This is an optimization exercise on Yosys and OpenROAD, whose aim is small area, not a production implementation. In this exercise RTL edits were held to simulation tests only and were not proved equivalent to the original.

==> run E: inputs <==
Design fma_unit, start of the top module:
module fma_unit (
    input  logic        clk_i,
    input  logic        rst_i,
    input  logic        start_i,
    input  logic [31:0] a_i,
    input  logic [31:0] b_i,
    input  logic [31:0] c_i,
    input  logic        sub_i,
    input  logic [2:0]  rnd_i,
    output logic        done_o,
    output logic [37:0] res_o
);
    logic [7:0]  a_e, b_e, c_e;
    logic [22:0] a_m, b_m, c_m;
    logic a_zero, b_zero, c_zero;
    logic a_inf, b_inf, c_inf;
    logic a_nan, b_nan, c_nan;
    logic a_snan, b_snan, c_snan;
    logic p_sign, c_sign;
    assign a_e = a_i[30:23];
    assign b_e = b_i[30:23];
    assign c_e = c_i[30:23];
    assign a_m = a_i[22:0];
    assign b_m = b_i[22:0];
    assign c_m = c_i[22:0];
    assign a_zero = (a_e == 8'd0);
    assign b_zero = (b_e == 8'd0);
    assign c_zero = (c_e == 8'd0);
    assign a_inf = (a_e == 8'hff) && (a_m == 23'd0);
    assign b_inf = (b_e == 8'hff) && (b_m == 23'd0);
    assign c_inf = (c_e == 8'hff) && (c_m == 23'd0);
  ...
Settings: LEC_CHECK=0, CAP_MARGIN=20, CORE_MARGIN=2, CORE_UTILIZATION=40, CTS_BUF_LIST=sky130_fd_sc_hd__clkbuf_8, SLEW_MARGIN=20, SYNTH_HIERARCHICAL=1; clock period 13.0 ns.
standard.sh (not shown) runs the stock make flow with config.mk's settings and CLKGATE_MAP_FILE= SYNTH_SCRIPT=/design/flow/synth_recipe.tcl, a recipe that flattens the netlist after the stock synthesis.
==> flow/flow/run.sh <==
#!/bin/bash
# Standard layout, with the port buffers made of the smallest buffer cell.
cp standard.sh standard_sh.log
export BUFFER_PORTS_ARGS="-buffer_cell sky130_fd_sc_hd__buf_1"
bash standard.sh > standard.log 2>&1
==> run R: changes against run E <==
--- a/flow/design.v
+++ b/flow/design.v
@@ -4875,21 +4875,21 @@
             r_valid <= 1'b0;
         else
             r_valid <= start_i;
     end
     always_ff @(posedge clk_i)
     begin
         r_p <= p_norm;
         r_m <= sp ? sp_mant : (c_zero ? 23'd0 : c_m);
-        r_chid <= !c_zero | sp;
+        r_chid <= !c_zero;
         r_e <= sp ? {2'b0, sp_exp} : eb1;
-        r_sh <= sp ? 6'd63 : sh;
-        r_pbig <= p_big & !sp;
-        r_esub <= (p_sign ^ c_sign) & !sp;
+        r_sh <= sh;
+        r_pbig <= p_big;
+        r_esub <= p_sign ^ c_sign;
         r_sign <= sp ? sp_sign : (p_big ? p_sign : c_sign);
         r_kind <= sp_kind;
         r_rdn <= (rnd_i == 3'd2);
     end
     logic [50:0] sum;
     logic        sum_zero;
     logic [5:0]  lz;
     logic [24:0] norm;
@@ -6086,21 +6086,21 @@
     logic        q_sign;
     logic [9:0]  q_e;
     logic [5:0]  q_lz;
     logic [22:0] q_m;
     logic [1:0]  q_rs;
     logic [1:0]  q_kind;
     always_ff @(posedge clk_i)
     begin
-        q_sign <= sum_zero ? r_rdn : r_sign;
+        q_sign <= (r_kind == 2'd0 && sum_zero) ? r_rdn : r_sign;
         q_e <= r_e;
         q_lz <= lz;
-        q_m <= norm[23:1];
-        q_rs <= {norm[0], rs0};
+        q_m <= (r_kind != 2'd0) ? r_m : norm[23:1];
+        q_rs <= (r_kind != 2'd0) ? 2'b00 : {norm[0], rs0};
         q_kind <= r_kind;
     end
     logic [9:0] exp_n;
     g_xor2 u_w3123 (w3123, q_e[0], q_lz[0]);
     g_inv u_w3124 (w3124, q_e[0]);
     g_nand2 u_w3125 (w3125, w3124, q_lz[0]);
     g_inv u_w3126 (w3126, q_lz[1]);
     g_fa u_w3127 (w3127, w3128, q_e[1], w3126, w3125);
==> flow/run.sh (new file) <==
#!/bin/bash
# synth_recipe.tcl (not shown) runs the flow's synth.tcl, then flattens the netlist and writes it again
# the make line also repeats each setting of config.mk as NAME=value (left out here)
make -C /OpenROAD-flow-scripts/flow DESIGN_CONFIG=/design/flow/config.mk WORK_HOME=/design/flow/orfs CLKGATE_MAP_FILE= SYNTH_SCRIPT=/design/flow/synth_recipe.tcl finish
- CTS_BUF_LIST: sky130_fd_sc_hd__clkbuf_8 -> unset
removed: flow/flow/run.sh
removed: flow/standard.sh
==> run H: changes against run E <==
--- a/flow/design.v
+++ b/flow/design.v
@@ -4875,21 +4875,21 @@
             r_valid <= 1'b0;
         else
             r_valid <= start_i;
     end
     always_ff @(posedge clk_i)
     begin
         r_p <= p_norm;
         r_m <= sp ? sp_mant : (c_zero ? 23'd0 : c_m);
-        r_chid <= !c_zero | sp;
+        r_chid <= !c_zero;
         r_e <= sp ? {2'b0, sp_exp} : eb1;
-        r_sh <= sp ? 6'd63 : sh;
-        r_pbig <= p_big & !sp;
-        r_esub <= (p_sign ^ c_sign) & !sp;
+        r_sh <= sh;
+        r_pbig <= p_big;
+        r_esub <= p_sign ^ c_sign;
         r_sign <= sp ? sp_sign : (p_big ? p_sign : c_sign);
         r_kind <= sp_kind;
         r_rdn <= (rnd_i == 3'd2);
     end
     logic [50:0] sum;
     logic        sum_zero;
     logic [5:0]  lz;
     logic [24:0] norm;
@@ -6086,21 +6086,21 @@
     logic        q_sign;
     logic [9:0]  q_e;
     logic [5:0]  q_lz;
     logic [22:0] q_m;
     logic [1:0]  q_rs;
     logic [1:0]  q_kind;
     always_ff @(posedge clk_i)
     begin
-        q_sign <= sum_zero ? r_rdn : r_sign;
+        q_sign <= (r_kind == 2'd0 && sum_zero) ? r_rdn : r_sign;
         q_e <= r_e;
         q_lz <= lz;
-        q_m <= norm[23:1];
-        q_rs <= {norm[0], rs0};
+        q_m <= (r_kind != 2'd0) ? r_m : norm[23:1];
+        q_rs <= (r_kind != 2'd0) ? 2'b00 : {norm[0], rs0};
         q_kind <= r_kind;
     end
     logic [9:0] exp_n;
     g_xor2 u_w3123 (w3123, q_e[0], q_lz[0]);
     g_inv u_w3124 (w3124, q_e[0]);
     g_nand2 u_w3125 (w3125, w3124, q_lz[0]);
     g_inv u_w3126 (w3126, q_lz[1]);
     g_fa u_w3127 (w3127, w3128, q_e[1], w3126, w3125);
==> comparison table <==
| quantity | run E | run H | run R |
|---|---|---|---|
| Reg-to-reg critical path endpoint | q_rs[0]$_DFF_P_ | q_sign$_DFF_P_ | q_m[7]$_DFF_P_ |
| Run status | no timing/DRC/antenna violations | no timing/DRC/antenna violations | no timing/DRC/antenna violations |
| Cells after Synth | 2992 | 3013 | 3013 |
| Seq area share | 9.70% | 9.60% | 9.24% |
| Mean cell area of the mapped netlist | 8.66 sq um | 8.69 sq um | 8.69 sq um |
| Worst Min Path Start | r_kind[0]$_DFF_P_ | r_e[8]$_SDFF_PP0_ | r_e[0]$_DFF_P_ |
| Count of buffer and inverter cells on the critical path | 11 | 5 | 4 |
| Non-clock inverter total of the final layout | 305 | 311 | 310 |
| Global-route wire length before repair | 136 mm | 143 mm | 143 mm |
| Number of nets in the final layout | 3777 | 3788 | 3811 |
| Largest stage delay on the critical path | 0.70 ns | 0.85 ns | 0.81 ns |

==> static timing again, ports no longer ideal <==
No port has a modelled driver above. Below, the same layouts with a new extraction and two added sets of constraints.
Step 1 sets driving cells, clkbuf_16 on the clock port and buf_2 on the other inputs (assumed; they add their load-dependent delay and slew).
Step 2 times the ports against the registers' clock, not the clock port: input delays grow and output delays shrink by t, the midpoint of the rising clock arrivals with the driver on.
Three values: no drivers, after step 1, after step 2; two values: the first two.
run	shift t [ns]	slack for setup (ns)	worst register clock-pin slew, ns	cell pins on the clock port's net
run E	0.516	0.822 / 0.822 / 0.563	0.09 / 0.09	1
run R	0.477	0.673 / 0.695 / 0.218	0.07 / 0.07	1
run H	0.513	0.689 / 0.713 / 0.200	0.09 / 0.09	1
After both steps setup and hold are still met in every run listed. The setup slack of run H, which loses most, moves by +0.024 ns with the drivers and by -0.489 ns with both steps.
